This is an optimization exercise on Yosys and OpenROAD, whose aim is a short achievable clock period and few clock cycles per item, not a production implementation.
RTL that was checked went through simulation tests only; none was proved equivalent to the original.
For run 1, only the layout was checked, not whether the RTL still works.

--- flow/constraint.sdc ---
create_clock -name core_clock -period 8.0 [get_ports {clk}]
set_input_delay 1.6000 -clock core_clock [delete_from_list [all_inputs] [get_ports {clk}]]
set_output_delay 1.6000 -clock core_clock [all_outputs]
set_load 0.01 [all_outputs]
--- flow/config.mk ---
export PLATFORM = sky130hd
export DESIGN_NAME = dual_adc_moving_average_scaler_unit
export DESIGN_NICKNAME = dual_adc_moving_average_scaler_unit
export VERILOG_FILES = /design/flow/design.v
export SDC_FILE = /design/flow/constraint.sdc
export NUM_CORES = 4
export LEC_CHECK = 0
export ABC_CLOCK_PERIOD_IN_PS = 2000
export CAP_MARGIN = 20
export CORE_MARGIN = 2
export CORE_UTILIZATION = 50
export SETUP_SLACK_MARGIN = 5
export SLEW_MARGIN = 20
--- flow/design.v ---
`default_nettype none
package damsu_pkg;
	localparam int unsigned WINDOW_LEN  = 10;
	localparam int unsigned SAMPLE_BITS = 12;
	localparam int unsigned SUM_W       = 16;
	localparam int unsigned VREF_W  = 13;
	localparam int unsigned RATIO_W = 16;
	localparam int unsigned DROP_W  = 10;
	localparam int unsigned OFFS_W  = 10;
	localparam logic [VREF_W-1:0]  VREF_RST  = VREF_W'(3300);
	localparam logic [RATIO_W-1:0] RATIO_RST = RATIO_W'(26438);
	localparam logic [DROP_W-1:0]  DROP_RST  = DROP_W'(400);
	localparam logic [OFFS_W-1:0]  OFFS_RST  = OFFS_W'(500);
	localparam int unsigned PADDR_W   = 4;
	localparam int unsigned PDATA_W   = 32;
	localparam int unsigned REG_IDX_W = 2;
	localparam logic [REG_IDX_W-1:0] REG_VREF  = 2'd0;
	localparam logic [REG_IDX_W-1:0] REG_RATIO = 2'd1;
	localparam logic [REG_IDX_W-1:0] REG_DROP  = 2'd2;
	localparam logic [REG_IDX_W-1:0] REG_OFFS  = 2'd3;
	localparam int unsigned   BSH  = 46;
	localparam int unsigned   G_W  = 48;
	localparam int unsigned   BP_W = 64;
	localparam int unsigned   K_W  = 29;
	localparam int unsigned   ACC_W = 56;
	localparam logic [50:0]   BC   = 51'd1801879762999713;
	localparam int unsigned   TSH  = 41;
	localparam int unsigned   V_W  = 43;
	localparam int unsigned   TP_W = 59;
	localparam logic [39:0]   TC   = 40'd1099243128799;
	localparam int unsigned OUT_W      = 17;
	localparam int unsigned TEMP_MAX   = 50000;
endpackage
`default_nettype wire
`default_nettype none
import damsu_pkg::*;
module damsu_regs (
	input  wire logic               clk,
	input  wire logic               arst_n,
	input  wire logic               psel,
	input  wire logic               penable,
	input  wire logic               pwrite,
	input  wire logic [PADDR_W-1:0] paddr,
	input  wire logic [PDATA_W-1:0] pwdata,
	output logic      [PDATA_W-1:0] prdata,
	output logic                    pready,
	output logic      [VREF_W-1:0]  vref,
	output logic      [RATIO_W-1:0] ratio,
	output logic      [DROP_W-1:0]  drop,
	output logic      [OFFS_W-1:0]  offs,
	output logic                    wr_gain
);
	logic                 wen;
	logic [REG_IDX_W-1:0] idx;
	logic [VREF_W-1:0]    vref_q;
	logic [RATIO_W-1:0]   ratio_q;
	logic [DROP_W-1:0]    drop_q;
	logic [OFFS_W-1:0]    offs_q;
	logic [15:0]          rd_q;
	logic [15:0]          rd_d;
	assign wen     = psel & penable & pwrite;
	assign idx     = paddr[PADDR_W-1:2];
	assign pready  = 1'b1;
	assign wr_gain = wen & ((idx == REG_VREF) | (idx == REG_RATIO));
	always_ff @(posedge clk or negedge arst_n) begin
		if (!arst_n) begin
			vref_q  <= VREF_RST;
			ratio_q <= RATIO_RST;
			drop_q  <= DROP_RST;
			offs_q  <= OFFS_RST;
		end else if (wen) begin
			unique case (idx)
				REG_VREF:  vref_q  <= pwdata[VREF_W-1:0];
				REG_RATIO: ratio_q <= pwdata[RATIO_W-1:0];
				REG_DROP:  drop_q  <= pwdata[DROP_W-1:0];
				REG_OFFS:  offs_q  <= pwdata[OFFS_W-1:0];
			endcase
		end
	end
	always_comb begin
		unique case (idx)
			REG_VREF:  rd_d = 16'(vref_q);
			REG_RATIO: rd_d = ratio_q;
			REG_DROP:  rd_d = 16'(drop_q);
			REG_OFFS:  rd_d = 16'(offs_q);
		endcase
	end
	always_ff @(posedge clk or negedge arst_n) begin
		if (!arst_n) begin
			rd_q <= '0;
		end else begin
			rd_q <= rd_d;
		end
	end
	assign prdata = {16'd0, rd_q};
	assign vref   = vref_q;
	assign ratio  = ratio_q;
	assign drop   = drop_q;
	assign offs   = offs_q;
endmodule
`default_nettype wire
`default_nettype none
import damsu_pkg::*;
module damsu_window (
	input  wire logic                   clk,
	input  wire logic                   arst_n,
	input  wire logic                   accept,
	input  wire logic [SAMPLE_BITS-1:0] battery_sample,
	input  wire logic [SAMPLE_BITS-1:0] thermistor_sample,
	input  wire logic                   pop,
	output logic                        avail,
	output logic      [2:0]             inflight,
	output logic      [SUM_W-1:0]       bsum,
	output logic      [SUM_W-1:0]       tsum,
	output logic                        full
);
	localparam int unsigned ENT_W = 2 * SUM_W + 1;
	localparam int unsigned NQ    = 3;
	logic [SAMPLE_BITS-1:0] bring [WINDOW_LEN-1];
	logic [SAMPLE_BITS-1:0] tring [WINDOW_LEN-1];
	logic [3:0]             fill_q;
	logic                   old_ok;
	logic [SAMPLE_BITS-1:0] bold;
	logic [SAMPLE_BITS-1:0] told;
	logic                   a_q;
	logic [SAMPLE_BITS-1:0] bin_q;
	logic [SAMPLE_BITS-1:0] tin_q;
	logic [SAMPLE_BITS-1:0] bold_q;
	logic [SAMPLE_BITS-1:0] told_q;
	logic                   full_q;
	logic [SUM_W-1:0]       b9_q;
	logic [SUM_W-1:0]       t9_q;
	logic [SUM_W-1:0]       bsum_d;
	logic [SUM_W-1:0]       tsum_d;
	logic [ENT_W-1:0]       ent_d;
	logic [ENT_W-1:0]       ent_q [NQ];
	logic [1:0]             cnt_q;
	logic [1:0]             cnt_d;
	logic [1:0]             wslot;
	assign old_ok = (fill_q >= 4'(WINDOW_LEN - 1));
	assign bold   = !old_ok ? '0 : (a_q ? bring[WINDOW_LEN-3] : bring[WINDOW_LEN-2]);
	assign told   = !old_ok ? '0 : (a_q ? tring[WINDOW_LEN-3] : tring[WINDOW_LEN-2]);
	always_ff @(posedge clk) begin
		bin_q  <= battery_sample;
		tin_q  <= thermistor_sample;
		bold_q <= bold;
		told_q <= told;
		full_q <= old_ok;
	end
	always_ff @(posedge clk or negedge arst_n) begin
		if (!arst_n) begin
			a_q    <= 1'b0;
			fill_q <= '0;
		end else begin
			a_q <= accept;
			if (accept && !old_ok) begin
				fill_q <= fill_q + 4'd1;
			end
		end
	end
	always_ff @(posedge clk) begin
		if (a_q) begin
			bring[0] <= bin_q;
			tring[0] <= tin_q;
			for (int i = 1; i < WINDOW_LEN - 1; i++) begin
				bring[i] <= bring[i-1];
				tring[i] <= tring[i-1];
			end
		end
	end
	assign bsum_d = b9_q + SUM_W'(bin_q);
	assign tsum_d = t9_q + SUM_W'(tin_q);
	assign ent_d  = {bsum_d, tsum_d, full_q};
	always_ff @(posedge clk or negedge arst_n) begin
		if (!arst_n) begin
			b9_q <= '0;
			t9_q <= '0;
		end else if (a_q) begin
			b9_q <= b9_q + SUM_W'(bin_q) - SUM_W'(bold_q);
			t9_q <= t9_q + SUM_W'(tin_q) - SUM_W'(told_q);
		end
	end
	assign cnt_d = cnt_q + 2'(a_q) - 2'(pop);
	assign wslot = cnt_q - 2'(pop);
	always_ff @(posedge clk) begin
		for (int i = 0; i < NQ; i++) begin
			if (a_q && wslot == 2'(i)) begin
				ent_q[i] <= ent_d;
			end else if (pop && i < NQ - 1) begin
				ent_q[i] <= ent_q[(i < NQ - 1) ? i + 1 : i];
			end
		end
	end
	always_ff @(posedge clk or negedge arst_n) begin
		if (!arst_n) begin
			cnt_q <= 2'd0;
		end else begin
			cnt_q <= cnt_d;
		end
	end
	assign avail    = (cnt_q != 2'd0);
	assign inflight = 3'(cnt_q) + 3'(a_q);
	assign bsum     = ent_q[0][ENT_W-1 -: SUM_W];
	assign tsum     = ent_q[0][1 +: SUM_W];
	assign full     = ent_q[0][0];
endmodule
`default_nettype wire
`default_nettype none
import damsu_pkg::*;
module damsu_cdiv (
	input  wire logic               clk,
	input  wire logic               arst_n,
	input  wire logic [VREF_W-1:0]  vref,
	input  wire logic [RATIO_W-1:0] ratio,
	input  wire logic [OFFS_W-1:0]  offs,
	input  wire logic               restart,
	output logic                    ready_nxt,
	output logic      [G_W-1:0]     g1,
	output logic      [G_W+1:0]     g3,
	output logic      [V_W-1:0]     v1,
	output logic      [V_W+1:0]     v3,
	output logic      [17:0]        noffs
);
	localparam logic [3:0] ST_READY = 4'd11;
	localparam logic [3:0] ST_DONE  = 4'd11;
	logic [3:0]       st_q;
	logic [3:0]       st_d;
	logic [14:0]      vr3_q;
	logic [13:0]      kacc_q;
	logic [3:0]       kd_q;
	logic [3:0]       rdig;
	logic [15:0]      rsh_q;
	logic [14:0]      kpa;
	logic [14:0]      kpb;
	logic [17:0]      ksum;
	logic [ACC_W-1:0] tm_q;
	logic [ACC_W-1:0] tmul;
	logic [52:0]      acc_q;
	logic [ACC_W-1:0] acc_sum;
	logic [G_W+1:0]   g3_q;
	logic [25:0]      g3lo_q;
	logic [G_W-1:0]   g1d_q;
	logic [V_W-1:0]   v1_q;
	logic [18:0]      vx_q;
	logic [25:0]      vz_q;
	logic [20:0]      vx3_q;
	logic [27:0]      vz3_q;
	logic [V_W+1:0]   v3_q;
	logic [17:0]      noffs_q;
	always_comb begin
		if (restart) begin
			st_d = 4'd0;
		end else if (st_q == ST_DONE) begin
			st_d = ST_DONE;
		end else begin
			st_d = st_q + 4'd1;
		end
	end
	always_ff @(posedge clk or negedge arst_n) begin
		if (!arst_n) begin
			st_q <= 4'd0;
		end else begin
			st_q <= st_d;
		end
	end
	assign ready_nxt = (st_d >= ST_READY);
	assign rdig = rsh_q[3:0];
	always_comb begin
		unique case (rdig[1:0])
			2'd0: kpa = '0;
			2'd1: kpa = 15'(vref);
			2'd2: kpa = 15'(vref) << 1;
			2'd3: kpa = vr3_q;
		endcase
		unique case (rdig[3:2])
			2'd0: kpb = '0;
			2'd1: kpb = 15'(vref);
			2'd2: kpb = 15'(vref) << 1;
			2'd3: kpb = vr3_q;
		endcase
		ksum = 18'(kacc_q) + 18'(kpa) + (18'(kpb) << 2);
	end
	always_comb begin
		unique case (kd_q)
			4'd0:  tmul = '0;
			4'd1:  tmul = ACC_W'(BC) * ACC_W'(1);
			4'd2:  tmul = ACC_W'(BC) * ACC_W'(2);
			4'd3:  tmul = ACC_W'(BC) * ACC_W'(3);
			4'd4:  tmul = ACC_W'(BC) * ACC_W'(4);
			4'd5:  tmul = ACC_W'(BC) * ACC_W'(5);
			4'd6:  tmul = ACC_W'(BC) * ACC_W'(6);
			4'd7:  tmul = ACC_W'(BC) * ACC_W'(7);
			4'd8:  tmul = ACC_W'(BC) * ACC_W'(8);
			4'd9:  tmul = ACC_W'(BC) * ACC_W'(9);
			4'd10: tmul = ACC_W'(BC) * ACC_W'(10);
			4'd11: tmul = ACC_W'(BC) * ACC_W'(11);
			4'd12: tmul = ACC_W'(BC) * ACC_W'(12);
			4'd13: tmul = ACC_W'(BC) * ACC_W'(13);
			4'd14: tmul = ACC_W'(BC) * ACC_W'(14);
			4'd15: tmul = ACC_W'(BC) * ACC_W'(15);
		endcase
	end
	assign acc_sum = ACC_W'(acc_q) + tm_q;
	always_ff @(posedge clk) begin
		vr3_q <= 15'(vref) + (15'(vref) << 1);
		if (st_q == 4'd0) begin
			rsh_q  <= ratio;
			kacc_q <= '0;
		end else begin
			rsh_q  <= rsh_q >> 4;
			kd_q   <= ksum[3:0];
			kacc_q <= ksum[17:4];
		end
		tm_q <= tmul;
		if (st_q == 4'd2) begin
			acc_q <= 53'd1 << 32;
		end else if (st_q >= 4'd3 && st_q <= 4'd10) begin
			acc_q <= 53'(acc_sum >> 4);
		end
		vx_q  <= 19'(vref) + (19'(vref) << 5);
		vz_q  <= 26'(vref) + (26'(vref) << 12);
		v1_q  <= V_W'(vx_q) + (V_W'(vz_q) << 17);
		vx3_q <= 21'(vr3_q) + (21'(vr3_q) << 5);
		vz3_q <= 28'(vr3_q) + (28'(vr3_q) << 12);
		v3_q  <= (V_W + 2)'(vx3_q) + ((V_W + 2)'(vz3_q) << 17);
		g1d_q   <= acc_q[G_W-1:0];
		g3lo_q  <= 26'(acc_q[24:0]) + 26'({acc_q[23:0], 1'b0});
		g3_q    <= {(G_W + 2 - 25)'(g1d_q[G_W-1:25]) + (G_W + 2 - 25)'(g1d_q[G_W-1:24]) + (G_W + 2 - 25)'(g3lo_q[25]),
		            g3lo_q[24:0]};
		noffs_q <= 18'd0 - ((18'(offs) << 3) + (18'(offs) << 1));
	end
	assign g1    = acc_q[G_W-1:0];
	assign g3    = g3_q;
	assign v1    = v1_q;
	assign v3    = v3_q;
	assign noffs = noffs_q;
endmodule
`default_nettype wire
`default_nettype none
import damsu_pkg::*;
module damsu_scale (
	input  wire logic               clk,
	input  wire logic               arst_n,
	input  wire logic               en,
	input  wire logic               in_v,
	input  wire logic [SUM_W-1:0]   bsum,
	input  wire logic [SUM_W-1:0]   tsum,
	input  wire logic               full,
	input  wire logic [G_W-1:0]     g1,
	input  wire logic [G_W+1:0]     g3,
	input  wire logic [V_W-1:0]     v1,
	input  wire logic [V_W+1:0]     v3,
	input  wire logic [DROP_W-1:0]  drop,
	input  wire logic [17:0]        noffs,
	output logic                    out_v,
	output logic      [OUT_W-1:0]   out_batt,
	output logic      [OUT_W-1:0]   out_temp,
	output logic                    out_full
);
	logic [BP_W-1:0] bpp [9];
	logic [TP_W-1:0] tpp [9];
	logic [BP_W-1:0] ba [6];
	logic [BP_W-1:0] bb [4];
	logic [TP_W-1:0] ta [6];
	logic [TP_W-1:0] tb [4];
	logic [BP_W-1:0] bx_q [4];
	logic [TP_W-1:0] tx_q [4];
	logic [BP_W-1:0] bc3 [3];
	logic [TP_W-1:0] tc3 [3];
	logic [BP_W-1:0] by_q [2];
	logic [TP_W-1:0] ty_q [2];
	logic            v1_q;
	logic            f1_q;
	logic            vy_q;
	logic            fy_q;
	logic [BP_W-1:0] bs2;
	logic [BP_W-1:0] bc2;
	logic [TP_W-1:0] ts2;
	logic [TP_W-1:0] tc2;
	logic [BSH:0]    blo;
	logic [TSH:0]    tlo;
	logic [17:0]     bh_q;
	logic            bcy_q;
	logic [17:0]     th_q;
	logic            tcy_q;
	logic            v2_q;
	logic            f2_q;
	logic [17:0]      braw;
	logic [17:0]      traw;
	logic [OUT_W-1:0] batt_d;
	logic [OUT_W-1:0] temp_d;
	logic [OUT_W-1:0] batt_q;
	logic [OUT_W-1:0] temp_q;
	logic             full_q;
	logic             ov_q;
	always_comb begin
		for (int i = 0; i < 8; i++) begin
			unique case (bsum[2*i +: 2])
				2'd0: bpp[i] = '0;
				2'd1: bpp[i] = BP_W'(g1) << (2 * i);
				2'd2: bpp[i] = BP_W'(g1) << (2 * i + 1);
				2'd3: bpp[i] = BP_W'(g3) << (2 * i);
			endcase
			unique case (tsum[2*i +: 2])
				2'd0: tpp[i] = '0;
				2'd1: tpp[i] = TP_W'(v1) << (2 * i);
				2'd2: tpp[i] = TP_W'(v1) << (2 * i + 1);
				2'd3: tpp[i] = TP_W'(v3) << (2 * i);
			endcase
		end
		bpp[8] = (BP_W'(1) << (BSH - 1)) | (BP_W'(drop) << BSH);
		tpp[8] = {noffs, 1'b0, TC};
		for (int j = 0; j < 3; j++) begin
			ba[2*j]   = bpp[3*j] ^ bpp[3*j+1] ^ bpp[3*j+2];
			ba[2*j+1] = ((bpp[3*j] & bpp[3*j+1]) | (bpp[3*j] & bpp[3*j+2]) | (bpp[3*j+1] & bpp[3*j+2])) << 1;
			ta[2*j]   = tpp[3*j] ^ tpp[3*j+1] ^ tpp[3*j+2];
			ta[2*j+1] = ((tpp[3*j] & tpp[3*j+1]) | (tpp[3*j] & tpp[3*j+2]) | (tpp[3*j+1] & tpp[3*j+2])) << 1;
		end
		for (int j = 0; j < 2; j++) begin
			bb[2*j]   = ba[3*j] ^ ba[3*j+1] ^ ba[3*j+2];
			bb[2*j+1] = ((ba[3*j] & ba[3*j+1]) | (ba[3*j] & ba[3*j+2]) | (ba[3*j+1] & ba[3*j+2])) << 1;
			tb[2*j]   = ta[3*j] ^ ta[3*j+1] ^ ta[3*j+2];
			tb[2*j+1] = ((ta[3*j] & ta[3*j+1]) | (ta[3*j] & ta[3*j+2]) | (ta[3*j+1] & ta[3*j+2])) << 1;
		end
	end
	always_ff @(posedge clk) begin
		if (en) begin
			for (int j = 0; j < 4; j++) begin
				bx_q[j] <= bb[j];
				tx_q[j] <= tb[j];
			end
			f1_q <= full;
		end
	end
	always_comb begin
		bc3[0] = bx_q[0] ^ bx_q[1] ^ bx_q[2];
		bc3[1] = ((bx_q[0] & bx_q[1]) | (bx_q[0] & bx_q[2]) | (bx_q[1] & bx_q[2])) << 1;
		bc3[2] = bx_q[3];
		tc3[0] = tx_q[0] ^ tx_q[1] ^ tx_q[2];
		tc3[1] = ((tx_q[0] & tx_q[1]) | (tx_q[0] & tx_q[2]) | (tx_q[1] & tx_q[2])) << 1;
		tc3[2] = tx_q[3];
	end
	always_ff @(posedge clk) begin
		if (en) begin
			by_q[0] <= bc3[0] ^ bc3[1] ^ bc3[2];
			by_q[1] <= ((bc3[0] & bc3[1]) | (bc3[0] & bc3[2]) | (bc3[1] & bc3[2])) << 1;
			ty_q[0] <= tc3[0] ^ tc3[1] ^ tc3[2];
			ty_q[1] <= ((tc3[0] & tc3[1]) | (tc3[0] & tc3[2]) | (tc3[1] & tc3[2])) << 1;
			fy_q    <= f1_q;
		end
	end
	always_comb begin
		bs2 = by_q[0];
		bc2 = by_q[1];
		ts2 = ty_q[0];
		tc2 = ty_q[1];
		blo = (BSH + 1)'(bs2[BSH-1:0]) + (BSH + 1)'(bc2[BSH-1:0]);
		tlo = (TSH + 1)'(ts2[TSH-1:0]) + (TSH + 1)'(tc2[TSH-1:0]);
	end
	always_ff @(posedge clk) begin
		if (en) begin
			bcy_q <= blo[BSH];
			bh_q  <= bs2[BP_W-1:BSH] + bc2[BP_W-1:BSH];
			tcy_q <= tlo[TSH];
			th_q  <= ts2[TP_W-1:TSH] + tc2[TP_W-1:TSH];
			f2_q  <= fy_q;
		end
	end
	always_comb begin
		braw   = bh_q + 18'(bcy_q);
		traw   = th_q + 18'(tcy_q);
		batt_d = braw[17] ? OUT_W'(131071) : braw[OUT_W-1:0];
		temp_d = (!traw[17] && (traw[16:0] > OUT_W'(TEMP_MAX))) ? OUT_W'(TEMP_MAX) : traw[OUT_W-1:0];
	end
	always_ff @(posedge clk) begin
		batt_q <= (batt_q & {OUT_W{~en}}) | (batt_d & {OUT_W{en}});
		temp_q <= (temp_q & {OUT_W{~en}}) | (temp_d & {OUT_W{en}});
		full_q <= (full_q & ~en) | (f2_q & en);
	end
	always_ff @(posedge clk or negedge arst_n) begin
		if (!arst_n) begin
			v1_q <= 1'b0;
			vy_q <= 1'b0;
			v2_q <= 1'b0;
			ov_q <= 1'b0;
		end else if (en) begin
			v1_q <= in_v;
			vy_q <= v1_q;
			v2_q <= vy_q;
			ov_q <= v2_q;
		end
	end
	assign out_v    = ov_q;
	assign out_batt = batt_q;
	assign out_temp = temp_q;
	assign out_full = full_q;
endmodule
`default_nettype wire
`default_nettype none
import damsu_pkg::*;
module dual_adc_moving_average_scaler_unit (
	input  wire logic                   clk,
	input  wire logic                   arst_n,
	input  wire logic                   psel,
	input  wire logic                   penable,
	input  wire logic                   pwrite,
	input  wire logic [PADDR_W-1:0]     paddr,
	input  wire logic [PDATA_W-1:0]     pwdata,
	output logic      [PDATA_W-1:0]     prdata,
	output logic                        pready,
	input  wire logic                   in_valid,
	output logic                        in_ready,
	input  wire logic [SAMPLE_BITS-1:0] battery_sample,
	input  wire logic [SAMPLE_BITS-1:0] thermistor_sample,
	output logic                        out_valid,
	input  wire logic                   out_ready,
	output logic      [OUT_W-1:0]       battery_mv,
	output logic signed [OUT_W-1:0]     temperature_centi_c,
	output logic                        window_full
);
	logic [VREF_W-1:0]  vref;
	logic [RATIO_W-1:0] ratio;
	logic [DROP_W-1:0]  drop;
	logic [OFFS_W-1:0]  offs;
	logic               wr_gain;
	logic               cfg_ready_nxt;
	logic [G_W-1:0]     g1;
	logic [G_W+1:0]     g3;
	logic [V_W-1:0]     v1;
	logic [V_W+1:0]     v3;
	logic [17:0]        noffs;
	logic               in_ready_q;
	logic               accept;
	logic               en;
	logic               pop;
	logic               avail;
	logic [2:0]         inflight;
	logic [SUM_W-1:0]   bsum;
	logic [SUM_W-1:0]   tsum;
	logic               full;
	logic               out_v;
	logic [OUT_W-1:0]   out_batt;
	logic [OUT_W-1:0]   out_temp;
	logic               out_full;
	logic [2:0]         inflight_nxt;
	damsu_regs u_regs (
		.clk     (clk),
		.arst_n  (arst_n),
		.psel    (psel),
		.penable (penable),
		.pwrite  (pwrite),
		.paddr   (paddr),
		.pwdata  (pwdata),
		.prdata  (prdata),
		.pready  (pready),
		.vref    (vref),
		.ratio   (ratio),
		.drop    (drop),
		.offs    (offs),
		.wr_gain (wr_gain)
	);
	damsu_cdiv u_cdiv (
		.clk       (clk),
		.arst_n    (arst_n),
		.vref      (vref),
		.ratio     (ratio),
		.offs      (offs),
		.restart   (wr_gain),
		.ready_nxt (cfg_ready_nxt),
		.g1        (g1),
		.g3        (g3),
		.v1        (v1),
		.v3        (v3),
		.noffs     (noffs)
	);
	assign en     = ~out_v | out_ready;
	assign accept = in_valid & in_ready_q;
	assign pop    = avail & en;
	damsu_window u_window (
		.clk               (clk),
		.arst_n            (arst_n),
		.accept            (accept),
		.battery_sample    (battery_sample),
		.thermistor_sample (thermistor_sample),
		.pop               (pop),
		.avail             (avail),
		.inflight          (inflight),
		.bsum              (bsum),
		.tsum              (tsum),
		.full              (full)
	);
	damsu_scale u_scale (
		.clk      (clk),
		.arst_n   (arst_n),
		.en       (en),
		.in_v     (avail),
		.bsum     (bsum),
		.tsum     (tsum),
		.full     (full),
		.g1       (g1),
		.g3       (g3),
		.v1       (v1),
		.v3       (v3),
		.drop     (drop),
		.noffs    (noffs),
		.out_v    (out_v),
		.out_batt (out_batt),
		.out_temp (out_temp),
		.out_full (out_full)
	);
	assign inflight_nxt = inflight + 3'(accept) - 3'(pop);
	always_ff @(posedge clk or negedge arst_n) begin
		if (!arst_n) begin
			in_ready_q <= 1'b0;
		end else begin
			in_ready_q <= cfg_ready_nxt & (inflight_nxt <= 3'd2);
		end
	end
	assign in_ready            = in_ready_q;
	assign out_valid           = out_v;
	assign battery_mv          = out_batt;
	assign temperature_centi_c = $signed(out_temp);
	assign window_full         = out_full;
endmodule
`default_nettype wire
--- flow/run.sh ---
#!/bin/bash
# synth_recipe.tcl (not shown) runs the flow's synth.tcl, then flattens the netlist and writes it again
# the make line also repeats each setting of config.mk as NAME=value (left out here)
make -C /OpenROAD-flow-scripts/flow DESIGN_CONFIG=/design/flow/config.mk WORK_HOME=/design/flow/orfs CLKGATE_MAP_FILE= SYNTH_SCRIPT=/design/flow/synth_recipe.tcl finish
==> impl_metrics.sql, run 1 <==
INSERT INTO impl_metrics (metric_group, metric, value, unit) VALUES
('outcome', 'run_status', 'timing/DRC/antenna clean', ''),
('clock_tree', 'cts_num_sinks', '1607', ''),
('routing', 'vias_per_cell', '5.93', ''),
('synth', 'synth_top_flop_cell', 'sky130_fd_sc_hd__edfxtp_1', ''),
('synth', 'yosysUniqueCellTypes', '97', ''),
('routing', 'routed-via-count', '60600', ''),
('worst_setup_path', 'timing.critical_path.required', '8.73', 'ns'),
('routing', 'detail_route.wirelength', '243000', 'µm'),
('grt', 'met1_usage', '0.345', ''),
('flow_run', 'drv.max_cap_violation_count', '0', ''),
('worst_setup_path', 'timing.critical_path.buf_inv', '0', ''),
('die', 'die_area', '190000', 'µm²'),
('grt', 'grt_antenna_before_repair', '4', ''),
('place', 'placed_cells', '9644', ''),
('place', 'place_congestion', '0.870', ''),
('sta', 'max_slew_margin', '0.244', ''),
('die', 'core.rowCount', '158', ''),
('synth', 'yosys.area.top_type_share', '0.326', ''),
('grt', 'groute.layer.met3.usage', '0.0436', ''),
('clock_tree', 'cts_max_level', '4', ''),
('synth', 'yosysWarnings', '20', ''),
('sta', 'max_clock_freq', '241', 'MHz'),
('worst_setup_path', 'worst_ep_arrival_time', '4.88', 'ns'),
('sta', 'timing_worst_slew_pin_value', '1.13', 'ns'),
('worst_setup_path', 'maximum_fanout_along_the_worst_path', '4', ''),
('sta', 'final.min_clock_period', '4.15', 'ns'),
('routing', 'detail_route.wl_per_cell', '23.7', 'µm'),
('worst_setup_path', 'timing.critical_path.slowest_stage_cell', 'sky130_fd_sc_hd__dfrtp_2', ''),
('grt', 'gr-usage-met2', '0.401', ''),
('synth', 'post_synth_most_frequent_cells', 'sky130_fd_sc_hd__edfxtp_1 (1013), sky130_fd_sc_hd__mux2_2 (804), sky130_fd_sc_hd__fa_1 (571), sky130_fd_sc_hd__a22o_1 (549), sky130_fd_sc_hd__ha_1 (500)', ''),
('worst_setup_path', 'cp-start-kind', 'flop', ''),
('routing', 'final_antenna_net_count', '0', ''),
('hold_path', 'hold_path.class', 'reg2reg', ''),
('sta', 'timing.final.setup_violations', '0', ''),
('die', 'initial_core_utilization', '0.503', ''),
('synth', 'synth-async-reset-ratio', '0.0703', ''),
('routing', 'post-route-drc-count', '0', ''),
('synth', 'synth_edf_count', '1013', ''),
('final_layout', 'final_core_util', '0.578', ''),
('clock_tree', 'number_of_hold_buffers_added_after_cts', '0', ''),
('place', 'dp_hpwl', '160000', 'µm'),
('routing', 'drtIter0Drc', '4494', ''),
('clock_tree', 'clkLatencyLatePin', '0.86', 'ns'),
('synth', 'mappedNetlistArea', '93300', 'µm²'),
('synth', 'synth_top_area_cell', 'sky130_fd_sc_hd__edfxtp_1', ''),
('grt', 'grt_start_max_net_pins', '92', ''),
('sta', 'fin_worst_skew', '0.0818', 'ns'),
('die', 'io_pins', '137', ''),
('worst_setup_path', 'worstPathCellList', 'mux2_4 -> a22o_4 -> ha_4 -> a21o_1 -> a21oi_2 -> o21bai_1 -> a21oi_2 -> o21bai_1 -> a21o_1 -> a21oi_2 -> nor2b_2 -> o41ai_2 -> xnor2_1 -> ha_1 -> nand3_1 -> nand2_1 -> a41o_1 -> o41a_1 -> a31oi_1 -> xnor2_1 -> nor2_1', ''),
('final_layout', 'combined_area_of_the_multi_input_logic_cells', '49200', 'µm²'),
('final_layout', 'fill_cells', '15000', ''),
('clock_tree', 'cts.path.max_buffers', '3', ''),
('worst_setup_path', 'cp_top_family', 'compound AO/OA/AOI/OAI gates', ''),
('sta', 'max_slew_violation_count', '0', ''),
('die', 'dieHeight', '436', 'µm'),
('clock_tree', 'ctsRootBufferMaster', 'sky130_fd_sc_hd__clkbuf_16', ''),
('synth', 'netlist_instances', '7426', ''),
('final_layout', 'register_area', '43100', 'µm²'),
('clock_tree', 'cts_tree', 'done', ''),
('synth', 'post_synthesis_average_cell_area', '12.6', 'µm²'),
('routing', 'number_of_detailed_routing_iterations_run_before_antenna_repair', '6', ''),
('grt', 'remaining_global_route_overflow', '0', ''),
('final_layout', 'instances_no_fill', '10200', ''),
('final_layout', 'syn_to_final_growth', '14.9', '%'),
('die', 'core_area', '185000', 'µm²'),
('final_layout', 'fraction_of_layout_cells_with_a_size_suffix_above_1', '0.249', '');
==> sequential cells by signal, indices dropped and copies added, names as in the netlist, 50 cells and up, named ones only <==
name and cells:
u_window.bring 108, u_scale.ty_q 114, u_window.ent_q 99, u_cdiv.acc_q 52, u_window.tring 108, u_scale.by_q 116
u_cdiv.g3_q 50, u_scale.bx_q 213, u_scale.tx_q 199
==> placed cells by master (no fill, tap or decap), drive strengths merged, types with 238 or more instances in the layout <==
master / netlist / final
o21ai: 238 / 238
a22o: 549 / 549
ha: 500 / 500
mux2: 804 / 804
dfxtp: 481 / 481
clkbuf: 395 / 238
nand2: 372 / 373
xnor2: 246 / 246
edfxtp: 1013 / 1013
fa: 571 / 571
a21oi: 244 / 244
buf: 69 / 366
inv: 462 / 466
==> what timing repair did <==
| action | 4_1_cts | 5_1_grt |
|---|---|---|
| gates cloned | 14 | 4 |
| endpoints found under the setup margin | 1352 | 434 |
| resized for setup | 653 | 270 |
| pin swaps | 135 | 144 |
| setup buffers | 144 | 83 |
==> layer usage <==
layer | part of all wire | routed length [µm]
met1 | 0.43 | 104000
met2 | 0.47 | 113000
met3 | 0.070 | 17000
met4 | 0.032 | 7800
met5 | 0 | 0
==> logic make-up after synthesis <==
logic type	after synthesis	synth area share
compound gates	1546	0.121
xor+xnor	352	0.0330
fa+ha+maj	1071	0.190
buf+inv	926	0.0381
flops	1607	0.460
mux	851	0.103
other cells	2	0.0000805
simple gates	1071	0.0554
==> layout make-up <==
class	instances	area share
tap	2480	0.0290
clock inverter	94	0.0109
antenna	2	0.0000467
timing repair buffer	421	0.0374
sequential	1607	0.402
clock buffer	232	0.0451
inverter	462	0.0162
multi-input combinational	4920	0.459
==> worst paths after layout <==
path	from	endpoint	slack, ns	depth (start not counted)
max in group asynchronous	arst_n	u_regs.vref_q[0]	5.90	2
min in group asynchronous	arst_n	u_window.b9_q[4]	0.75	1
setup reg to reg	u_regs.vref_q[0]	u_cdiv.kacc_q[12]	3.85	21
hold reg to reg	u_cdiv.g3lo_q[11]	u_cdiv.g3_q[11]	0.26	0
hold / removal	u_cdiv.g3lo_q[11]	u_cdiv.g3_q[11]	0.26	0
setup / recovery	u_regs.vref_q[0]	u_cdiv.kacc_q[12]	3.85	21
==> through the flow <==
| stage | setup TNS [ns] | cell area, µm² | hold WS, ns | setup WS (ns) |
|---|---|---|---|---|
| final | 0 | 107000 | 0.257 | 3.85 |
| after global routing | 0 | 107000 | 0.278 | 3.66 |
| after CTS | 0 | 105000 | 0.260 | 3.80 |
| after detailed placement | 0 | 96500 | 0.312 | 2.03 |
| after floorplan | -288.58 | 93400 | 0.310 | -2.05 |
| after global placement | 0 | 96500 | 0.310 | 2.14 |
==> worst register-to-register path: stages, from the launching register on <==
cell and delay [ns]:
sky130_fd_sc_hd__dfrtp_2 0.44, sky130_fd_sc_hd__mux2_4 0.28, sky130_fd_sc_hd__a22o_4 0.24, sky130_fd_sc_hd__ha_4 0.21, sky130_fd_sc_hd__a21o_1 0.16, sky130_fd_sc_hd__a21oi_2 0.16, sky130_fd_sc_hd__o21bai_1 0.10, sky130_fd_sc_hd__a21oi_2 0.16
sky130_fd_sc_hd__o21bai_1 0.09, sky130_fd_sc_hd__a21o_1 0.21, sky130_fd_sc_hd__a21oi_2 0.15, sky130_fd_sc_hd__nor2b_2 0.07, sky130_fd_sc_hd__o41ai_2 0.23, sky130_fd_sc_hd__xnor2_1 0.16, sky130_fd_sc_hd__ha_1 0.29, sky130_fd_sc_hd__nand3_1 0.09
sky130_fd_sc_hd__nand2_1 0.05, sky130_fd_sc_hd__a41o_1 0.23, sky130_fd_sc_hd__o41a_1 0.35, sky130_fd_sc_hd__a31oi_1 0.17, sky130_fd_sc_hd__xnor2_1 0.13, sky130_fd_sc_hd__nor2_1 0.05
==> run 2, diff against run 1 <==
--- a/flow/design.v
+++ b/flow/design.v
@@ -131,6 +131,14 @@
 	logic [SUM_W-1:0]       b9_q;
 	logic [SUM_W-1:0]       t9_q;
 	logic [SUM_W-1:0]       bsum_d;
+	logic [SUM_W-1:0]       b9_s;
+	logic [SUM_W-1:0]       bnew;
+	logic [SUM_W-1:0]       tnew;
+	logic [SUM_W-1:0]       bneg;
+	logic [SUM_W-1:0]       tneg;
+	logic [SUM_W-1:0]       b9_c;
+	logic [SUM_W-1:0]       t9_s;
+	logic [SUM_W-1:0]       t9_c;
 	logic [SUM_W-1:0]       tsum_d;
 	logic [ENT_W-1:0]       ent_d;
 	logic [ENT_W-1:0]       ent_q [NQ];
@@ -168,6 +176,14 @@
 			end
 		end
 	end
+	assign bnew = {{(SUM_W-SAMPLE_BITS){1'b0}}, bin_q};
+	assign tnew = {{(SUM_W-SAMPLE_BITS){1'b0}}, tin_q};
+	assign bneg = ~{{(SUM_W-SAMPLE_BITS){1'b0}}, bold_q};
+	assign tneg = ~{{(SUM_W-SAMPLE_BITS){1'b0}}, told_q};
+	assign b9_s = b9_q ^ bnew ^ bneg;
+	assign b9_c = {((b9_q[SUM_W-2:0] & bnew[SUM_W-2:0]) | (b9_q[SUM_W-2:0] & bneg[SUM_W-2:0]) | (bnew[SUM_W-2:0] & bneg[SUM_W-2:0])), 1'b1};
+	assign t9_s = t9_q ^ tnew ^ tneg;
+	assign t9_c = {((t9_q[SUM_W-2:0] & tnew[SUM_W-2:0]) | (t9_q[SUM_W-2:0] & tneg[SUM_W-2:0]) | (tnew[SUM_W-2:0] & tneg[SUM_W-2:0])), 1'b1};
 	assign bsum_d = b9_q + SUM_W'(bin_q);
 	assign tsum_d = t9_q + SUM_W'(tin_q);
 	assign ent_d  = {bsum_d, tsum_d, full_q};
@@ -176,8 +192,8 @@
 			b9_q <= '0;
 			t9_q <= '0;
 		end else if (a_q) begin
-			b9_q <= b9_q + SUM_W'(bin_q) - SUM_W'(bold_q);
-			t9_q <= t9_q + SUM_W'(tin_q) - SUM_W'(told_q);
+			b9_q <= b9_s + b9_c;
+			t9_q <= t9_s + t9_c;
 		end
 	end
 	assign cnt_d = cnt_q + 2'(a_q) - 2'(pop);
@@ -221,8 +237,8 @@
 	output logic      [V_W+1:0]     v3,
 	output logic      [17:0]        noffs
 );
-	localparam logic [3:0] ST_READY = 4'd11;
-	localparam logic [3:0] ST_DONE  = 4'd11;
+	localparam logic [3:0] ST_READY = 4'd12;
+	localparam logic [3:0] ST_DONE  = 4'd12;
 	logic [3:0]       st_q;
 	logic [3:0]       st_d;
 	logic [14:0]      vr3_q;
@@ -233,6 +249,7 @@
 	logic [14:0]      kpa;
 	logic [14:0]      kpb;
 	logic [17:0]      ksum;
+	logic [16:0]      mk_q;
 	logic [ACC_W-1:0] tm_q;
 	logic [ACC_W-1:0] tmul;
 	logic [52:0]      acc_q;
@@ -247,6 +264,7 @@
 	logic [27:0]      vz3_q;
 	logic [V_W+1:0]   v3_q;
 	logic [17:0]      noffs_q;
+	logic [13:0]      o10_q;
 	always_comb begin
 		if (restart) begin
 			st_d = 4'd0;
@@ -278,7 +296,7 @@
 			2'd2: kpb = 15'(vref) << 1;
 			2'd3: kpb = vr3_q;
 		endcase
-		ksum = 18'(kacc_q) + 18'(kpa) + (18'(kpb) << 2);
+		ksum = 18'(kacc_q) + 18'(mk_q);
 	end
 	always_comb begin
 		unique case (kd_q)
@@ -303,18 +321,21 @@
 	assign acc_sum = ACC_W'(acc_q) + tm_q;
 	always_ff @(posedge clk) begin
 		vr3_q <= 15'(vref) + (15'(vref) << 1);
+		mk_q <= 17'(kpa) + (17'(kpb) << 2);
 		if (st_q == 4'd0) begin
 			rsh_q  <= ratio;
 			kacc_q <= '0;
 		end else begin
-			rsh_q  <= rsh_q >> 4;
+			rsh_q <= rsh_q >> 4;
+		end
+		if (st_q >= 4'd2) begin
 			kd_q   <= ksum[3:0];
 			kacc_q <= ksum[17:4];
 		end
 		tm_q <= tmul;
-		if (st_q == 4'd2) begin
+		if (st_q == 4'd3) begin
 			acc_q <= 53'd1 << 32;
-		end else if (st_q >= 4'd3 && st_q <= 4'd10) begin
+		end else if (st_q >= 4'd4 && st_q <= 4'd11) begin
 			acc_q <= 53'(acc_sum >> 4);
 		end
 		vx_q  <= 19'(vref) + (19'(vref) << 5);
@@ -327,7 +348,8 @@
 		g3lo_q  <= 26'(acc_q[24:0]) + 26'({acc_q[23:0], 1'b0});
 		g3_q    <= {(G_W + 2 - 25)'(g1d_q[G_W-1:25]) + (G_W + 2 - 25)'(g1d_q[G_W-1:24]) + (G_W + 2 - 25)'(g3lo_q[25]),
 		            g3lo_q[24:0]};
-		noffs_q <= 18'd0 - ((18'(offs) << 3) + (18'(offs) << 1));
+		o10_q   <= (14'(offs) << 3) + (14'(offs) << 1);
+		noffs_q <= 18'd0 - 18'(o10_q);
 	end
 	assign g1    = acc_q[G_W-1:0];
 	assign g3    = g3_q;
--- a/flow/config.mk
+++ b/flow/config.mk
@@ -8,6 +8,6 @@
 export ABC_CLOCK_PERIOD_IN_PS = 2000
 export CAP_MARGIN = 20
 export CORE_MARGIN = 2
-export CORE_UTILIZATION = 50
+export CORE_UTILIZATION = 60
 export SETUP_SLACK_MARGIN = 5
 export SLEW_MARGIN = 20
==> run 2 against run 1 <==
Against the previous run: still clean; core utilization grew 10 points; register-to-register slack gained 0.87 ns; sequential share of layout area grew 0.64 points; critical path depth shrank 8; wire length grew 1.1%; synthesized area grew 2.1%; first-iteration DRC count grew 25%; critical endpoint is now u_window.t9_q[14]; largest cell class unchanged.
==> impl_metrics.sql, run 2 <==
INSERT INTO impl_metrics (metric_group, metric, value, unit) VALUES
('outcome', 'run_status', 'timing/DRC/antenna clean', ''),
('place', 'numPortBuffers', '101', ''),
('worst_setup_path', 'r2r_start', 'u_window.t9_q[0]', ''),
('final_layout', 'fill_cells', '11500', ''),
('flow_run', 'drv.max_cap_violation_count', '0', ''),
('routing', 'number_of_detailed_routing_iterations_run_before_antenna_repair', '6', ''),
('synth', 'yosys.area.top_type_share', '0.324', ''),
('synth', 'post_synth_most_frequent_cells', 'sky130_fd_sc_hd__edfxtp_1 (1027), sky130_fd_sc_hd__mux2_2 (815), sky130_fd_sc_hd__inv_1 (670), sky130_fd_sc_hd__fa_1 (595), sky130_fd_sc_hd__ha_1 (508)', ''),
('grt', 'grt_antenna_before_repair', '15', ''),
('die', 'core_area', '158000', 'µm²'),
('sta', 'setup-tns-final', '0', 'ns'),
('synth', 'synth-async-reset-ratio', '0.0692', ''),
('place', 'dpl-instance-area', '97800', 'µm²'),
('sta', 'final.min_clock_period', '3.28', 'ns'),
('synth', 'post_synth_xor_area_fraction', '0.0317', ''),
('sta', 'final-hold-violation-count', '0', ''),
('synth', 'area_fraction_in_compound_gates_after_synthesis', '0.116', ''),
('grt', 'grt_start_max_net_pins', '83', ''),
('clock_tree', 'cts.path.max_buffers', '3', ''),
('final_layout', 'largest_register', 'u_scale.bx_q', ''),
('synth', 'synth-simple-area-share', '0.0527', ''),
('sta', 'timing.final.setup_violations', '0', ''),
('final_layout', 'fraction_of_layout_cells_with_a_size_suffix_above_1', '0.227', ''),
('sta', 'hold_ws', '0.314', 'ns'),
('synth', 'netlist_instances', '7663', ''),
('routing', 'routed-via-count', '62100', ''),
('synth', 'synth_edf_count', '1027', ''),
('die', 'io_pins', '137', ''),
('hold_path', 'hold_path.class', 'reg2reg', ''),
('die', 'core.rowCount', '146', ''),
('sta', 'worst_slack', '4.72', 'ns'),
('clock_tree', 'number_of_hold_buffers_added_after_cts', '0', ''),
('die', 'initial_core_utilization', '0.603', ''),
('worst_setup_path', 'path_class', 'reg2reg', ''),
('worst_setup_path', 'timing.critical_path.required', '8.72', 'ns'),
('clock_tree', 'cts_num_sinks', '1634', ''),
('routing', 'detail_route.wl_per_cell', '24.6', 'µm'),
('synth', 'mappedNetlistArea', '95200', 'µm²'),
('synth', 'synthAdderAreaFrac', '0.192', ''),
('hold_path', 'worstHoldStart', 'u_cdiv.vx_q[9]', ''),
('routing', 'post-route-drc-count', '0', ''),
('final_layout', 'mostFrequentLayoutCell', 'sky130_fd_sc_hd__edfxtp_1', ''),
('final_layout', 'layout.cells.most_common_list', 'sky130_fd_sc_hd__edfxtp_1 (1027), sky130_fd_sc_hd__mux2_2 (815), sky130_fd_sc_hd__inv_1 (650)', ''),
('clock_tree', 'ctsRootBufferMaster', 'sky130_fd_sc_hd__clkbuf_16', ''),
('final_layout', 'syn_to_final_growth', '12.6', '%'),
('synth', 'yosysUniqueCellTypes', '93', ''),
('synth', 'yosysMostFrequentCell', 'sky130_fd_sc_hd__edfxtp_1', ''),
('routing', 'drtIter0Drc', '5633', ''),
('place', 'post-place-ws', '2.07', 'ns'),
('sta', 'max_clock_freq', '305', 'MHz'),
('worst_setup_path', 'worst_ep_arrival_time', '4.00', 'ns'),
('clock_tree', 'cts.clk_slew.worst_paths', '0.06', 'ns'),
('sta', 'fin_worst_skew', '0.0564', 'ns'),
('final_layout', 'nNetsFinal', '8922', ''),
('place', 'dp_hpwl', '158000', 'µm'),
('synth', 'synth_top_family_by_area', 'adder cells', ''),
('grt', 'remaining_global_route_overflow', '0', ''),
('routing', 'final_antenna_net_count', '0', ''),
('routing', 'detail_route.wirelength', '245000', 'µm'),
('worst_setup_path', 'cp-start-kind', 'flop', ''),
('synth', 'synth.area.top_cells', 'sky130_fd_sc_hd__edfxtp_1 (32%), sky130_fd_sc_hd__fa_1 (13%), sky130_fd_sc_hd__dfxtp_1 (10%)', ''),
('final_layout', 'biggestRegsByFlops', 'u_scale.bx_q: 213 flops, u_scale.tx_q: 199 flops, u_scale.by_q: 116 flops', ''),
('die', 'die_area', '162000', 'µm²'),
('synth', 'synth_top_flop_cell', 'sky130_fd_sc_hd__edfxtp_1', ''),
('sta', 'timing.final.crit_share', '0.409', ''),
('worst_setup_path', 'maximum_fanout_along_the_worst_path', '2', ''),
('clock_tree', 'clkLatencyLatePin', '0.82', 'ns'),
('final_layout', 'final_core_util', '0.678', ''),
('die', 'dieHeight', '402', 'µm'),
('worst_setup_path', 'startpoint', 'u_window.t9_q[0]', ''),
('worst_setup_path', 'cp-end-kind', 'flop', ''),
('grt', 'wire_length_of_the_first_global_routing_pass', '372000', 'µm'),
('synth', 'synth.mux.area_fraction', '0.105', ''),
('final_layout', 'instances_no_fill', '9973', ''),
('clock_tree', 'cts_buffers', '169', ''),
('place', 'place_congestion', '0.896', ''),
('synth', 'yosysWarnings', '20', ''),
('final_layout', 'final_cell_area', '107000', 'µm²'),
('synth', 'ys_seq_area_frac', '0.458', ''),
('sta', 'timing_worst_slew_pin_value', '1.02', 'ns'),
('sta', 'max_slew_margin', '0.321', ''),
('clock_tree', 'cts_tree', 'done', ''),
('final_layout', 'max_ffs_per_register', '213', ''),
('synth', 'number_of_synthesized_register_bits', '1634', ''),
('sta', 'rsz_0062_raised_after_global_routing', 'yes', ''),
('clock_tree', 'cts_max_level', '4', ''),
('place', 'placed_cells', '9471', ''),
('sta', 'max_slew_violation_count', '0', ''),
('grt', 'first_global_vias', '63700', ''),
('die', 'die_span_in_x', '402', 'µm'),
('grt', 'grt_use_total', '0.298', ''),
('routing', 'vias_per_cell', '6.23', ''),
('synth', 'post_synthesis_average_cell_area', '12.4', 'µm²'),
('synth', 'synth_top_area_cell', 'sky130_fd_sc_hd__edfxtp_1', '');
run 2: cell count changes after synthesis, moves of 24 or more:
cell                      change
sky130_fd_sc_hd__a21o_1      -24
sky130_fd_sc_hd__a22o_1      -81
sky130_fd_sc_hd__a22oi_1     +79
sky130_fd_sc_hd__fa_1        +24
sky130_fd_sc_hd__inv_1      +209
sky130_fd_sc_hd__nand2_1     -58
sky130_fd_sc_hd__nor2_1      +45
run 2: cell type report:
class                   instances  area, µm²  share of cell area
clock buffers                 229       4760              0.0444
repair buffers                354       3320              0.0310
diodes                          2       5.00           0.0000467
multi-input cells            4922      49100               0.458
clock inverters                89       1140              0.0106
well taps                    2072       2590              0.0242
flip-flops and latches       1634      43800               0.409
inverters                     671       2530              0.0236
run 2: worst max-delay path, cell delays in order, from the launching register on:
cell,delay [ns]
sky130_fd_sc_hd__dfrtp_1,0.40
sky130_fd_sc_hd__fa_1,0.55
sky130_fd_sc_hd__inv_2,0.05
sky130_fd_sc_hd__fa_2,0.35
sky130_fd_sc_hd__nor2b_1,0.13
sky130_fd_sc_hd__o21ai_1,0.09
sky130_fd_sc_hd__a21boi_1,0.19
sky130_fd_sc_hd__o21ai_1,0.11
sky130_fd_sc_hd__a21o_1,0.20
sky130_fd_sc_hd__a21oi_2,0.17
sky130_fd_sc_hd__o221ai_2,0.14
sky130_fd_sc_hd__a2111o_1,0.39
sky130_fd_sc_hd__and3_1,0.20
sky130_fd_sc_hd__o31ai_2,0.21
run 2: logic make-up (layout without fill, tap and decap cells):
| kind of cell | Yosys count | in the layout |
|---|---|---|
| compound gates | 1515 | 1516 |
| mux | 884 | 884 |
| buf+inv | 1131 | 1343 |
| flops | 1634 | 1634 |
| xor+xnor | 345 | 345 |
| fa+ha+maj | 1103 | 1103 |
| other cells | 2 | 19 |
| simple gates | 1049 | 1057 |
run 2: worst paths after layout:
kind,end,slack (ns),cells past startpoint
worst min-delay path,u_cdiv.v1_q[9],0.31,0
worst max register to register,u_window.t9_q[14],4.72,13
max in group asynchronous,u_regs.rd_q[5],5.91,2
worst min register to register,u_cdiv.v1_q[9],0.31,0
min in group asynchronous,u_window.t9_q[0],0.73,1
worst max-delay path,u_window.t9_q[14],4.72,13
run 2: metal layers:
| metal | global-route usage | share of wire | wire length [µm] |
|---|---|---|---|
| met2 | 0.473 | 0.46 | 113000 |
| met5 | 0 | 0.00057 | 140 |
| met3 | 0.0702 | 0.085 | 20800 |
| met1 | 0.404 | 0.42 | 103000 |
| met4 | 0.102 | 0.032 | 7920 |
run 2: repair_timing:
| action | CTS | global route |
|---|---|---|
| buffers inserted | 76 | 91 |
| setup endpoints to repair | 1312 | 304 |
| gates cloned | 13 | 2 |
| pin swaps | 92 | 143 |
| resized for setup | 553 | 256 |
Testbench counts of run 2, summed over its fixed seeds: cycles 3,248, items 3,200.
==> run 3, diff against run 2 <==
--- a/flow/config.mk
+++ b/flow/config.mk
@@ -8,6 +8,6 @@
 export ABC_CLOCK_PERIOD_IN_PS = 2000
 export CAP_MARGIN = 20
 export CORE_MARGIN = 2
-export CORE_UTILIZATION = 60
+export CORE_UTILIZATION = 50
 export SETUP_SLACK_MARGIN = 5
 export SLEW_MARGIN = 20
==> run 3 against run 2 <==
Against the previous run: highest routed layer unchanged; critical path type unchanged; register-to-register slack hardly changed; critical endpoint is now u_window.b9_q[15]; final area up 1.1%; synthesized cell count unchanged.
==> impl_metrics.sql, run 3 <==
INSERT INTO impl_metrics (metric_group, metric, value, unit) VALUES
('sta', 'setup-tns-final', '0', 'ns'),
('outcome', 'run_status', 'timing/DRC/antenna clean', ''),
('grt', 'first_global_vias', '63500', ''),
('sta', 'rsz_0062_raised_after_global_routing', 'yes', ''),
('die', 'dieHeight', '440', 'µm'),
('grt', 'wire_length_of_the_first_global_routing_pass', '371000', 'µm'),
('final_layout', 'mostFrequentLayoutCell', 'sky130_fd_sc_hd__edfxtp_1', ''),
('clock_tree', 'cts_tree', 'done', ''),
('clock_tree', 'clkLatencyLatePin', '0.86', 'ns'),
('sta', 'worst_slack', '4.72', 'ns'),
('final_layout', 'largest_register', 'u_scale.bx_q', ''),
('place', 'dp_hpwl', '158000', 'µm'),
('worst_setup_path', 'path_class', 'reg2reg', ''),
('routing', 'vias_per_cell', '5.87', ''),
('final_layout', 'instances_no_fill', '10400', ''),
('flow_run', 'drv.max_cap_violation_count', '0', ''),
('final_layout', 'syn_to_final_growth', '13.8', '%'),
('routing', 'final_antenna_net_count', '0', ''),
('worst_setup_path', 'r2r_start', 'u_window.b9_q[1]', ''),
('grt', 'grt_use_total', '0.247', ''),
('routing', 'detail_route.wl_per_cell', '23.3', 'µm'),
('grt', 'grt_antenna_before_repair', '13', ''),
('worst_setup_path', 'critical_path.most_common_cell', 'sky130_fd_sc_hd__a21o_1', '');
==> run 3: cell counts after synthesis <==
Identical to the previous run, type by type.
==> run 3: final timing paths <==
kind / cells past startpoint / end / slack, ns
min: 0 / u_cdiv.v3_q[7] / 0.32
max reg2reg: 14 / u_window.b9_q[15] / 4.72
min reg2reg: 0 / u_cdiv.v3_q[7] / 0.32
max: 14 / u_window.b9_q[15] / 4.72
max in group asynchronous: 2 / u_regs.rd_q[0] / 5.87
min in group asynchronous: 1 / u_regs.rd_q[14] / 0.71
==> run 3: final cells by class <==
type | count | area, µm²
fill | 15400 | 81400
inverter | 671 | 2530
clock buffer | 222 | 4910
tap | 2511 | 3140
multi-input combinational | 4926 | 49200
sequential | 1634 | 43800
antenna | 8 | 20.0
clock inverter | 112 | 1340
timing repair buffer | 363 | 3430
==> run 3: cells by family after synthesis <==
kind of cell | share of synthesized area
buffers and inverters | 0.0455
AOI/OAI and AO/OA | 0.116
xor gates and xnor gates | 0.0317
adders and majority gates | 0.192
DFF | 0.458
muxes | 0.105
and+or+nand+nor | 0.0527
other | 0.0000789
==> run 3: layer usage <==
metal / wire length (µm) / track usage / part of all wire
met5: 18 / 0 / 0.000074
met4: 10000 / 0.107 / 0.041
met3: 15500 / 0.0436 / 0.064
met2: 116000 / 0.402 / 0.47
met1: 103000 / 0.324 / 0.42
==> run 3: per-stage QoR <==
stage	cell area [µm²]	utilization	hold WS [ns]
floorplan	95300	-	0.310
CTS	106000	0.561	0.323
finish	108000	0.571	0.322
global placement	98400	0.519	0.310
detailed placement	98400	0.519	0.312
global route	108000	0.571	0.330
==> run 3: what timing repair did <==
action / in CTS / in global routing
cloned: 14 / 3
pin swaps: 111 / 121
endpoints found under the setup margin: 1206 / 609
buffers inserted: 86 / 89
resized for setup: 572 / 262
==> run 3: worst max-delay path, delay by kind of cell, from the launching register on <==
family / cells / cell delay (ns)
AO/OA/AOI/OAI: 8 / 1.65
XOR/XNOR: 1 / 0.18
adder cells (fa/ha/maj): 2 / 0.80
buffers and inverters: 2 / 0.11
flip-flops: 1 / 0.36
AND/OR/NAND/NOR: 1 / 0.06

port drivers added, routing unchanged:
Ports are ideal in the flow. The routed layouts listed here were re-timed in OpenROAD. Step 1, drivers: a clkbuf_16 drives clk and a buf_2 each remaining input, both assumed. Step 2 adds t to the input delays and takes it off the output delays; t is the mean of the earliest and latest rising clock arrival at the registers after step 1. Input paths then give back, and output paths get back, about the clock's delay inside the block. Slacks: ideal ports / drivers / drivers and shift; pairs: ideal ports / drivers.
run | t (ns) | slack for setup (ns) | hold slack, ns | latest minus earliest clock arrival (ns) | worst register clock-pin slew, ns
run 1 | 0.919 | 3.852 / 3.852 / 3.852 | 0.257 / 0.257 / 0.257 | 0.089 / 0.089 | 0.07 / 0.07
run 2 | 0.883 | 4.725 / 4.725 / 4.130 | 0.314 / 0.314 / 0.314 | 0.062 / 0.063 | 0.07 / 0.07
run 3 | 0.918 | 4.719 / 4.719 / 4.110 | 0.322 / 0.322 / 0.322 | 0.066 / 0.066 | 0.07 / 0.07
After both steps every run listed still meets setup and hold. For run 3, which loses most, drivers alone change the setup slack by 0.000 ns; drivers and shift together by -0.609 ns.
